From an optimization exercise on the open Yosys and OpenROAD flow, aimed at small area, a short achievable clock period and few clock cycles; shortcuts taken in it are not production practice.
Where RTL was checked, it was by simulation tests only, not by an equivalence proof against the original.
Power is estimated from default activity; no workload was simulated.

==> run a <==
Design sprite_frame_animator, start of the top module:
module sprite_frame_animator (
    input  wire logic        i_clk,
    input  wire logic        i_rst_n,
    input  wire logic        i_in_valid,
    output logic             o_in_stall,
    input  wire logic [49:0] i_in_data,
    output logic             o_out_valid,
    input  wire logic        i_out_stall,
    output logic [90:0]      o_out_data,
    input  wire logic        i_cfg_valid,
    output logic             o_cfg_ready,
    input  wire logic [2:0]  i_cfg_index,
    input  wire logic [15:0] i_cfg_data
);
    localparam logic [1:0] ACT_BEGIN  = 2'd0;
    localparam logic [1:0] ACT_UPDATE = 2'd1;
    localparam logic [1:0] ACT_PIXEL  = 2'd2;
    localparam logic [1:0] KIND_CLEAR = 2'd0;
    localparam logic [1:0] KIND_FETCH = 2'd1;
    localparam logic [1:0] KIND_FILL  = 2'd2;
    localparam logic [2:0] REG_POS_X       = 3'd0;
    localparam logic [2:0] REG_POS_Y       = 3'd1;
    localparam logic [2:0] REG_PIXEL_SCALE = 3'd2;
    localparam logic [2:0] REG_SPRITE_W    = 3'd3;
    localparam logic [2:0] REG_SPRITE_H    = 3'd4;
    localparam logic [2:0] REG_FRAME_TOTAL = 3'd5;
    localparam logic [2:0] REG_INTERVAL    = 3'd6;
    localparam logic [2:0] REG_COLOR_KEY   = 3'd7;
    localparam logic [2:0] S_IDLE  = 3'd0;
    localparam logic [2:0] S_FETCH = 3'd1;
    localparam logic [2:0] S_CLR   = 3'd2;
    localparam logic [2:0] S_STEP  = 3'd3;
    localparam logic [2:0] S_PROD  = 3'd4;
    localparam logic [2:0] S_XY    = 3'd5;
    localparam logic [2:0] S_WAIT  = 3'd6;
    localparam logic [2:0] S_PINIT = 3'd7;
    logic [10:0] r_pos_x, r_pos_y;
    logic [3:0]  r_scale;
    logic [6:0]  r_w, r_h;          
    logic [7:0]  r_f;               
    logic [15:0] r_interval;
    logic [15:0] r_key;
    logic [9:0]  r_cw, r_ch;        
    logic [12:0] r_wh;              
    logic [19:0] r_base;            
    logic [31:0] r_last;
    logic [16:0] r_lim;             
    logic [7:0]  r_cur;
  ...
make LEC_CHECK=0 CAP_MARGIN=20 CORE_MARGIN=2 CORE_UTILIZATION=40 SETUP_SLACK_MARGIN=3.5 SLEW_MARGIN=20 finish   # period 6.5 ns
run.sh (not shown) runs the stock make flow with config.mk's settings and CLKGATE_MAP_FILE= SYNTH_SCRIPT=/design/flow/synth_recipe.tcl, a recipe that flattens the netlist after the stock synthesis.
==> inputs of run b, as changes to run a <==
--- a/flow/design.v
+++ b/flow/design.v
@@ -45,11 +45,10 @@
     localparam logic [2:0] S_FETCH = 3'd1;
     localparam logic [2:0] S_CLR   = 3'd2;
     localparam logic [2:0] S_STEP  = 3'd3;
     localparam logic [2:0] S_PROD  = 3'd4;
     localparam logic [2:0] S_XY    = 3'd5;
-    localparam logic [2:0] S_WAIT  = 3'd6;
     localparam logic [2:0] S_PINIT = 3'd7;
     logic [10:0] r_pos_x, r_pos_y;
     logic [3:0]  r_scale;
     logic [6:0]  r_w, r_h;          
     logic [7:0]  r_f;               
@@ -57,11 +56,10 @@
     logic [15:0] r_key;
     logic [9:0]  r_cw, r_ch;        
     logic [12:0] r_wh;              
     logic [19:0] r_base;            
     logic [31:0] r_last;
-    logic [16:0] r_lim;             
     logic [7:0]  r_cur;
     logic [5:0]  r_col, r_row;
     logic        r_drawing;
     logic [2:0]  r_st;
     logic        r_busy;
@@ -76,30 +74,45 @@
     logic [31:0] in_now;
     logic [15:0] in_color;
     assign in_act   = i_in_data[49:48];
     assign in_now   = i_in_data[47:16];
     assign in_color = i_in_data[15:0];
+    logic r_seen;                   
+    logic r_due;                    
     logic out_free, take;
     assign out_free    = !r_valid || !i_out_stall;
-    assign o_in_stall  = r_busy || !out_free;
+    assign o_in_stall  = r_busy || !out_free || (in_act[0] && !r_seen);
     assign o_cfg_ready = !r_busy;
     assign take        = i_in_valid && !o_in_stall;
     logic cfg_we;
     assign cfg_we = i_cfg_valid && !r_busy;
-    logic [15:0] last_hi_inc;
-    logic        lo_ge, hi_eq0, hi_eq1, lim_ge0, lim_ge1, due;
-    always_comb begin
-        for (int i = 0; i < 16; i++) begin
-            last_hi_inc[i] = r_last[16 + i] ^ (&(r_last[31:16] | ~16'((17'd1 << i) - 17'd1)));
+    function automatic logic ge16(input logic [15:0] a, input logic [15:0] b);
+        logic [15:0] g, e;
+        g = a & ~b;
+        e = ~(g | (~a & b));
+        for (int lvl = 0; lvl < 4; lvl++) begin
+            for (int i = 0; i < 16; i += (2 << lvl)) begin
+                g[i] = g[i + (1 << lvl)] | (e[i + (1 << lvl)] & g[i]);
+                e[i] = e[i + (1 << lvl)] & e[i];
+            end
         end
+        ge16 = g[0] | e[0];
+    endfunction
+    logic [15:0] last_hi_inc;
+    logic        lo_ge, hi_eq0, hi_eq1, lim_ge, due;
+    assign last_hi_inc[0] = !r_last[16];
+    for (genvar i = 1; i < 16; i++) begin : g_hi_inc
+        assign last_hi_inc[i] = r_last[16 + i] ^ (&r_last[15 + i:16]);
     end
-    assign lo_ge       = in_now[15:0] >= r_last[15:0];
+    assign lo_ge       = ge16(in_now[15:0], r_last[15:0]);
     assign hi_eq0      = in_now[31:16] == r_last[31:16];
     assign hi_eq1      = in_now[31:16] == last_hi_inc;
-    assign lim_ge0     = {1'b0, in_now[15:0]} >= r_lim;
-    assign lim_ge1     = {1'b1, in_now[15:0]} >= r_lim;
-    assign due         = lo_ge ? (!hi_eq0 || lim_ge0) : (!hi_eq1 || lim_ge1);
+    logic [16:0] lo_limit;
+    assign lo_limit    = {1'b0, r_last[15:0]} + {1'b0, r_interval};
+    assign lim_ge      = ge16(in_now[15:0], lo_limit[15:0]);
+    assign due = !((hi_eq0 && lo_ge && (lo_limit[16] || !lim_ge)) ||
+                   (hi_eq1 && lo_limit[16] && !lim_ge));
     logic keyed;
     assign keyed = in_color == r_key;
     logic [6:0] col_inc, row_inc;
     logic       col_end, row_end, first_col, first_row;
     assign col_inc   = {1'b0, r_col} + 7'd1;
@@ -127,17 +140,25 @@
     logic [19:0] base_sum;
     assign base_sum = r_base + (prod ? {13'd0, r_w} : {7'd0, r_wh});
     logic cfg_rc;
     assign cfg_rc = cfg_we && (i_cfg_index <= REG_SPRITE_H);
     logic upd_go, upd_fast, upd_wrap;
-    assign upd_go   = take && in_act == ACT_UPDATE && due;
+    assign upd_go   = take && in_act == ACT_UPDATE && r_due;
     assign upd_fast = upd_go && cur_lt;
     assign upd_wrap = upd_go && cur_eq;
     logic step_wrap;
     assign step_wrap = r_upd && cur_eq;
     always_ff @(posedge i_clk) begin
         if (!i_rst_n) begin
+            r_seen <= 1'b0;
+        end else begin
+            r_seen <= i_in_valid && in_act[0] && !r_busy && !take;
+        end
+        r_due <= due;
+    end
+    always_ff @(posedge i_clk) begin
+        if (!i_rst_n) begin
             r_pos_x    <= 11'd0;
             r_pos_y    <= 11'd0;
             r_scale    <= 4'd1;
             r_w        <= 7'd20;
             r_h        <= 7'd20;
@@ -190,28 +211,22 @@
                     if (cfg_rc) begin
                         r_st   <= S_PINIT;
                         r_busy <= 1'b1;
                         r_n    <= 8'd63;
                     end
-                    if (cfg_we && i_cfg_index == REG_INTERVAL) begin
-                        r_st   <= S_WAIT;
-                        r_busy <= 1'b1;
-                    end
                     if (take) begin
                         case (in_act)
                             ACT_BEGIN: begin
                                 r_last    <= in_now;
                                 r_cur     <= 8'd0;
                                 r_col     <= 6'd0;
                                 r_row     <= 6'd0;
                                 r_drawing <= 1'b1;
                                 r_valid   <= 1'b1;
-                                r_st      <= S_WAIT;
-                                r_busy    <= 1'b1;
                             end
                             ACT_UPDATE: begin
-                                if (due) begin
+                                if (r_due) begin
                                     r_last    <= in_now;
                                     r_col     <= 6'd0;
                                     r_row     <= 6'd0;
                                     r_drawing <= 1'b1;
                                     r_busy    <= 1'b1;
@@ -249,14 +264,10 @@
                             end
                             default: ;
                         endcase
                     end
                 end
-                S_WAIT: begin
-                    r_st   <= S_IDLE;
-                    r_busy <= 1'b0;
-                end
                 S_FETCH: begin
                     if (out_free) begin
                         r_valid <= 1'b1;
                         r_st    <= S_IDLE;
                         r_busy  <= 1'b0;
@@ -302,13 +313,10 @@
                 end
             endcase
         end
     end
     always_ff @(posedge i_clk) begin
-        r_lim <= {1'b0, r_last[15:0]} + {1'b0, r_interval};
-    end
-    always_ff @(posedge i_clk) begin
         if (r_st == S_STEP) begin
             if (r_n != 8'd0) begin
                 r_base <= step_wrap ? 20'd0 : base_sum;
             end
         end else if (r_st == S_PINIT || (prod && r_n == 8'd0)) begin
@@ -322,60 +330,51 @@
                 r_base <= base_sum;
             end
         end
     end
     always_ff @(posedge i_clk) begin
+        if (take) begin
+            r_kind  <= {in_act[1], !in_act[1] && !in_act[0]};
+            r_isclr <= !in_act[1] && in_act[0];
+            r_color <= in_act[1] ? in_color : 16'd0;
+        end else if (r_st == S_FETCH) begin
+            if (out_free) begin
+                r_kind  <= KIND_FETCH;
+                r_isclr <= 1'b0;
+                r_color <= 16'd0;
+            end
+        end else if (r_st == S_CLR) begin
+            r_kind  <= KIND_CLEAR;
+            r_isclr <= 1'b1;
+            r_color <= 16'd0;
+        end
+    end
+    always_ff @(posedge i_clk) begin
         case (r_st)
             S_IDLE: begin
-                if (take) begin
-                    case (in_act)
-                        ACT_BEGIN: begin
-                            r_kind  <= KIND_FETCH;
-                            r_isclr <= 1'b0;
-                            r_x     <= 12'd0;
-                            r_y     <= 12'd0;
-                            r_color <= 16'd0;
-                        end
-                        ACT_UPDATE: begin
-                            if (due) begin
-                                r_kind  <= KIND_CLEAR;
-                                r_isclr <= 1'b1;
-                                r_x     <= {1'b0, r_pos_x};
-                                r_y     <= {1'b0, r_pos_y};
-                                r_color <= 16'd0;
-                            end
-                        end
-                        ACT_PIXEL: begin
-                            if (r_drawing) begin
-                                r_kind  <= KIND_FILL;
-                                r_isclr <= 1'b0;
-                                r_color <= in_color;
-                                r_x     <= first_col ? {1'b0, r_pos_x} : x_add;
-                                if (first_col) begin
-                                    r_y <= first_row ? {1'b0, r_pos_y} : y_add;
-                                end
-                            end
-                        end
-                        default: ;
-                    endcase
+                if (take && in_act == ACT_PIXEL && r_drawing) begin
+                    r_x <= first_col ? {1'b0, r_pos_x} : x_add;
+                    if (first_col) begin
+                        r_y <= first_row ? {1'b0, r_pos_y} : y_add;
+                    end
+                end else if (take && in_act == ACT_BEGIN) begin
+                    r_x <= 12'd0;
+                    r_y <= 12'd0;
+                end else if (upd_go) begin
+                    r_x <= {1'b0, r_pos_x};
+                    r_y <= {1'b0, r_pos_y};
                 end
             end
             S_FETCH: begin
                 if (out_free) begin
-                    r_kind  <= KIND_FETCH;
-                    r_isclr <= 1'b0;
-                    r_x     <= 12'd0;
-                    r_y     <= 12'd0;
-                    r_color <= 16'd0;
+                    r_x <= 12'd0;
+                    r_y <= 12'd0;
                 end
             end
             S_CLR: begin
-                r_kind  <= KIND_CLEAR;
-                r_isclr <= 1'b1;
-                r_x     <= {1'b0, r_pos_x};
-                r_y     <= {1'b0, r_pos_y};
-                r_color <= 16'd0;
+                r_x <= {1'b0, r_pos_x};
+                r_y <= {1'b0, r_pos_y};
             end
             S_STEP: begin
                 r_x <= {1'b0, r_pos_x};
                 r_y <= {1'b0, r_pos_y};
             end
==> flow/flow/run.sh (new file) <==
#!/bin/bash
# Layout: the standard ORFS flow, with the I/O port buffers inserted as buf_1 cells
# (the resizer upsizes those on critical paths). The full tool output goes to flow.log.
set -euo pipefail
export BUFFER_PORTS_ARGS="-buffer_cell sky130_fd_sc_hd__buf_1"
bash standard.sh > flow.log 2>&1
==> flow/standard.sh (new file) <==
#!/bin/bash
# synth_recipe.tcl (not shown) runs the flow's synth.tcl, then flattens the netlist and writes it again
# the make line also repeats each setting of config.mk as NAME=value (left out here)
make -C /OpenROAD-flow-scripts/flow DESIGN_CONFIG=/design/flow/config.mk WORK_HOME=/design/flow/orfs CLKGATE_MAP_FILE= SYNTH_SCRIPT=/design/flow/synth_recipe.tcl "${@:-finish}"
- ABC_AREA: default -> 1
- CORE_UTILIZATION: 40 -> 55
- CTS_BUF_LIST: default -> sky130_fd_sc_hd__clkbuf_4
- SETUP_SLACK_MARGIN: 3.5 -> 3.4
removed: flow/run.sh
==> inputs of run c, as changes to run a <==
--- a/flow/design.v
+++ b/flow/design.v
@@ -46,11 +46,10 @@
     localparam logic [2:0] S_CLR   = 3'd2;
     localparam logic [2:0] S_STEP  = 3'd3;
     localparam logic [2:0] S_PROD  = 3'd4;
     localparam logic [2:0] S_XY    = 3'd5;
     localparam logic [2:0] S_WAIT  = 3'd6;
-    localparam logic [2:0] S_PINIT = 3'd7;
     logic [10:0] r_pos_x, r_pos_y;
     logic [3:0]  r_scale;
     logic [6:0]  r_w, r_h;          
     logic [7:0]  r_f;               
     logic [15:0] r_interval;
@@ -67,11 +66,10 @@
     logic        r_busy;
     logic        r_upd;             
     logic [7:0]  r_n;               
     logic        r_valid;
     logic [1:0]  r_kind;
-    logic        r_isclr;           
     logic [11:0] r_x, r_y;
     logic [15:0] r_color;
     logic [1:0]  in_act;
     logic [31:0] in_now;
     logic [15:0] in_color;
@@ -109,25 +107,23 @@
     assign first_col = r_col == 6'd0;
     assign first_row = r_row == 6'd0;
     logic [11:0] x_add, y_add;
     assign x_add = r_x + {8'd0, r_scale};
     assign y_add = r_y + {8'd0, r_scale};
-    logic [5:0] t;
-    logic       prod, px_step, py_step, x_step, y_step;
-    assign t       = ~r_n[5:0];
-    assign prod    = r_st == S_PROD;
-    assign px_step = {1'b0, t} < r_w;
-    assign py_step = {1'b0, t} < r_h;
-    assign x_step  = prod ? px_step : (t < r_col);
-    assign y_step  = prod ? py_step : ((t < r_row) || (!first_col && t == r_row));
+    logic x_step, y_step;
+    assign x_step = r_n[5:0] > ~r_col;
+    assign y_step = (r_n[5:0] > ~r_row) || (!first_col && r_n[5:0] == ~r_row);
     logic [7:0]  cur_inc;
     logic        cur_lt, cur_eq;
     assign cur_inc = r_cur + 8'd1;
     assign cur_lt  = cur_inc < r_f;
     assign cur_eq  = cur_inc == r_f;
     logic [19:0] base_sum;
-    assign base_sum = r_base + (prod ? {13'd0, r_w} : {7'd0, r_wh});
+    assign base_sum = r_base + {7'd0, r_wh};
+    logic [12:0] s_ext, h_ext;
+    assign s_ext = {9'd0, r_scale};
+    assign h_ext = {6'd0, r_h};
     logic cfg_rc;
     assign cfg_rc = cfg_we && (i_cfg_index <= REG_SPRITE_H);
     logic upd_go, upd_fast, upd_wrap;
     assign upd_go   = take && in_act == ACT_UPDATE && due;
     assign upd_fast = upd_go && cur_lt;
@@ -161,22 +157,22 @@
                 default:         r_key <= i_cfg_data;
             endcase
         end
     end
     always_ff @(posedge i_clk) begin
-        if (prod && x_step) r_cw <= x_add[9:0];
-        if (prod && y_step) begin
-            r_ch <= y_add[9:0];
-            r_wh <= base_sum[12:0];
+        if (r_st == S_PROD) begin
+            r_cw <= {r_cw[8:0], 1'b0} + (s_ext[r_n[3:0]] ? {3'd0, r_w} : 10'd0);
+            r_ch <= {r_ch[8:0], 1'b0} + (s_ext[r_n[3:0]] ? {3'd0, r_h} : 10'd0);
+            r_wh <= {r_wh[11:0], 1'b0} + (h_ext[r_n[3:0]] ? {6'd0, r_w} : 13'd0);
         end
     end
     always_ff @(posedge i_clk) begin
         if (!i_rst_n) begin
-            r_st      <= S_PINIT;
+            r_st      <= S_PROD;
             r_busy    <= 1'b1;
             r_upd     <= 1'b0;
-            r_n       <= 8'd63;
+            r_n       <= 8'd12;
             r_last    <= 32'd0;
             r_cur     <= 8'd0;
             r_col     <= 6'd0;
             r_row     <= 6'd0;
             r_drawing <= 1'b0;
@@ -186,13 +182,13 @@
                 r_valid <= 1'b0;
             end
             case (r_st)
                 S_IDLE: begin
                     if (cfg_rc) begin
-                        r_st   <= S_PINIT;
+                        r_st   <= S_PROD;
                         r_busy <= 1'b1;
-                        r_n    <= 8'd63;
+                        r_n    <= 8'd12;
                     end
                     if (cfg_we && i_cfg_index == REG_INTERVAL) begin
                         r_st   <= S_WAIT;
                         r_busy <= 1'b1;
                     end
@@ -267,16 +263,13 @@
                         r_valid <= 1'b1;
                         r_upd   <= 1'b0;
                         r_st    <= S_FETCH;
                     end
                 end
-                S_PINIT: begin
-                    r_st <= S_PROD;
-                end
                 S_PROD: begin
                     r_n <= r_n - 8'd1;
-                    if (r_n == 8'd0) begin
+                    if (r_n[3:0] == 4'd0) begin
                         r_st  <= S_STEP;
                         r_n   <= r_cur;
                         r_cur <= 8'd0;
                     end
                 end
@@ -309,14 +302,12 @@
     always_ff @(posedge i_clk) begin
         if (r_st == S_STEP) begin
             if (r_n != 8'd0) begin
                 r_base <= step_wrap ? 20'd0 : base_sum;
             end
-        end else if (r_st == S_PINIT || (prod && r_n == 8'd0)) begin
+        end else if (r_st == S_PROD) begin
             r_base <= 20'd0;
-        end else if (prod) begin
-            if (y_step) r_base <= base_sum;
         end else if (r_st == S_IDLE && take) begin
             if (in_act == ACT_BEGIN || upd_wrap || (upd_go && !cur_lt)) begin
                 r_base <= 20'd0;
             end else if (upd_fast) begin
                 r_base <= base_sum;
@@ -328,28 +319,25 @@
             S_IDLE: begin
                 if (take) begin
                     case (in_act)
                         ACT_BEGIN: begin
                             r_kind  <= KIND_FETCH;
-                            r_isclr <= 1'b0;
                             r_x     <= 12'd0;
                             r_y     <= 12'd0;
                             r_color <= 16'd0;
                         end
                         ACT_UPDATE: begin
                             if (due) begin
                                 r_kind  <= KIND_CLEAR;
-                                r_isclr <= 1'b1;
                                 r_x     <= {1'b0, r_pos_x};
                                 r_y     <= {1'b0, r_pos_y};
                                 r_color <= 16'd0;
                             end
                         end
                         ACT_PIXEL: begin
                             if (r_drawing) begin
                                 r_kind  <= KIND_FILL;
-                                r_isclr <= 1'b0;
                                 r_color <= in_color;
                                 r_x     <= first_col ? {1'b0, r_pos_x} : x_add;
                                 if (first_col) begin
                                     r_y <= first_row ? {1'b0, r_pos_y} : y_add;
                                 end
@@ -360,41 +348,49 @@
                 end
             end
             S_FETCH: begin
                 if (out_free) begin
                     r_kind  <= KIND_FETCH;
-                    r_isclr <= 1'b0;
                     r_x     <= 12'd0;
                     r_y     <= 12'd0;
                     r_color <= 16'd0;
                 end
             end
             S_CLR: begin
                 r_kind  <= KIND_CLEAR;
-                r_isclr <= 1'b1;
                 r_x     <= {1'b0, r_pos_x};
                 r_y     <= {1'b0, r_pos_y};
                 r_color <= 16'd0;
             end
             S_STEP: begin
                 r_x <= {1'b0, r_pos_x};
                 r_y <= {1'b0, r_pos_y};
             end
-            S_PINIT: begin
-                r_x <= 12'd0;
-                r_y <= 12'd0;
-            end
-            S_PROD, S_XY: begin
+            S_XY: begin
                 if (x_step) r_x <= x_add;
                 if (y_step) r_y <= y_add;
             end
             default: ;
         endcase
     end
     logic [9:0] out_w, out_h;
-    assign out_w = ({10{r_isclr}} & r_cw) | ({10{r_kind[1]}} & {6'd0, r_scale});
-    assign out_h = ({10{r_isclr}} & r_ch) | ({10{r_kind[1]}} & {6'd0, r_scale});
+    always_comb begin
+        case (r_kind)
+            KIND_CLEAR: begin
+                out_w = r_cw;
+                out_h = r_ch;
+            end
+            KIND_FILL: begin
+                out_w = {6'd0, r_scale};
+                out_h = {6'd0, r_scale};
+            end
+            default: begin
+                out_w = 10'd0;
+                out_h = 10'd0;
+            end
+        endcase
+    end
     assign o_out_valid = r_valid;
     assign o_out_data  = {r_kind, r_x, r_y, out_w, out_h, r_color, r_cur, r_base,
-                          !r_isclr};
+                          r_kind != KIND_CLEAR};
 endmodule
 `default_nettype wire
==> inputs of run d, as changes to run a <==
==> flow/flow/run.sh (new file) <==
#!/bin/bash
# Layout: the standard ORFS flow, with the I/O port buffers inserted as buf_1 cells
# (the resizer upsizes those on critical paths). The full tool output goes to flow.log.
set -euo pipefail
export BUFFER_PORTS_ARGS="-buffer_cell sky130_fd_sc_hd__buf_1"
bash standard.sh > flow.log 2>&1
==> flow/standard.sh (new file) <==
#!/bin/bash
# synth_recipe.tcl (not shown) runs the flow's synth.tcl, then flattens the netlist and writes it again
# the make line also repeats each setting of config.mk as NAME=value (left out here)
make -C /OpenROAD-flow-scripts/flow DESIGN_CONFIG=/design/flow/config.mk WORK_HOME=/design/flow/orfs CLKGATE_MAP_FILE= SYNTH_SCRIPT=/design/flow/synth_recipe.tcl "${@:-finish}"
removed: flow/run.sh
==> qor summary <==
|  | run d | run c | run b | run a |
|---|---|---|---|---|
| Sum of met2 wire segment lengths after detailed routing | 21.3 mm | 21.6 mm | 18.4 mm | 22.5 mm |
| Switching power share of the total | 0.369 | 0.360 | 0.405 | 0.362 |
| Num tapcells | 511 | 518 | 341 | 511 |
| Crit path max fanout | 9 | 5 | 5 | 5 |
| Area Overhead vs Synth | 24.3% | 32.3% | 14.8% | 32.9% |
| Worst Setup EP | r_color[6] | r_base[2] | o_in_stall | r_color[15] |
| Most repeated library cell on the critical path | buf_6 | buf_6 | buf_6 | buf_12 |
| Internal reg-to-reg setup slack | 3.18 ns | 3.09 ns | 3.48 ns | 3.17 ns |
| Fraction of area in registers | 0.324 | 0.299 | 0.338 | 0.303 |
| XOR/XNOR share of the synthesized area | 0.0566 | 0.0688 | 0.0442 | 0.0566 |
| Area share of fa/ha/maj cells after synthesis | 0.106 | 0.116 | 0.107 | 0.106 |
| Proportion of cell area occupied by multi-input gates | 0.484 | 0.463 | 0.466 | 0.460 |
| Simple-Gate Fraction of Synth Area | 0.189 | 0.178 | 0.193 | 0.189 |
| Outcome | finished clean | finished clean | finished clean | finished clean |
| Met1 wire length | 19.6 mm | 19.8 mm | 19.2 mm | 20.5 mm |
| Data required time at the worst endpoint | 6.79 ns | 6.73 ns | 5.20 ns | 6.78 ns |
| Number of post-CTS setup repair buffers | 26 | 45 | 10 | 45 |
| Multi-input combinational cell count | 1269 | 1282 | 1325 | 1270 |
| Upper clock frequency limit | 279 MHz | 275 MHz | 325 MHz | 268 MHz |
| Worst-case vdd ir drop | 0.000208 V | 0.000202 V | 0.000238 V | 0.000232 V |
| Placed wire-length estimate after detailed placement | 32.2 mm | 31.2 mm | 30.5 mm | 32.4 mm |
| Die area | 39900 um^2 | 40400 um^2 | 28900 um^2 | 39900 um^2 |
| Number of cells on the worst reg-to-reg path | 13 | 13 | 16 | 13 |
| Slew at the pin with the worst max-slew slack | 1.04 ns | 1.04 ns | 0.972 ns | 1.22 ns |
Testbench counts of run b, summed over its fixed seeds: cycles 44,864.
Only the layout flow was run in run a, run c and run d; the RTL was not checked for function there.

## what the ideal ports hide
In the flow no input, the clock included, has a driving cell. The finished layouts below were timed again as built, in two steps. Step 1 assumes that a clkbuf_16 drives the clock port and a buf_2 every other input. Step 2 times the ports against the registers' clock, not the clock port: input delays grow and output delays shrink by t, the midpoint of the rising clock arrivals with the driver on. a / b / c = no drivers / after step 1 / after step 2; a / b = the first two.
| run | t (ns) | setup slack, ns | slew at the worst register clock pin (ns) |
|---|---|---|---|
| run a | 0.627 | 2.767 / 2.794 / 2.167 | 0.07 / 0.07 |
| run b | 0.712 | 3.422 / 3.355 / 2.957 | 0.07 / 0.07 |
| run c | 0.577 | 2.863 / 2.877 / 2.300 | 0.06 / 0.06 |
| run d | 0.623 | 2.911 / 2.928 / 2.305 | 0.07 / 0.07 |
After both steps setup and hold are still met in every run listed. The setup slack of run d, which loses most, moves by +0.017 ns with the drivers and by -0.606 ns with both steps.
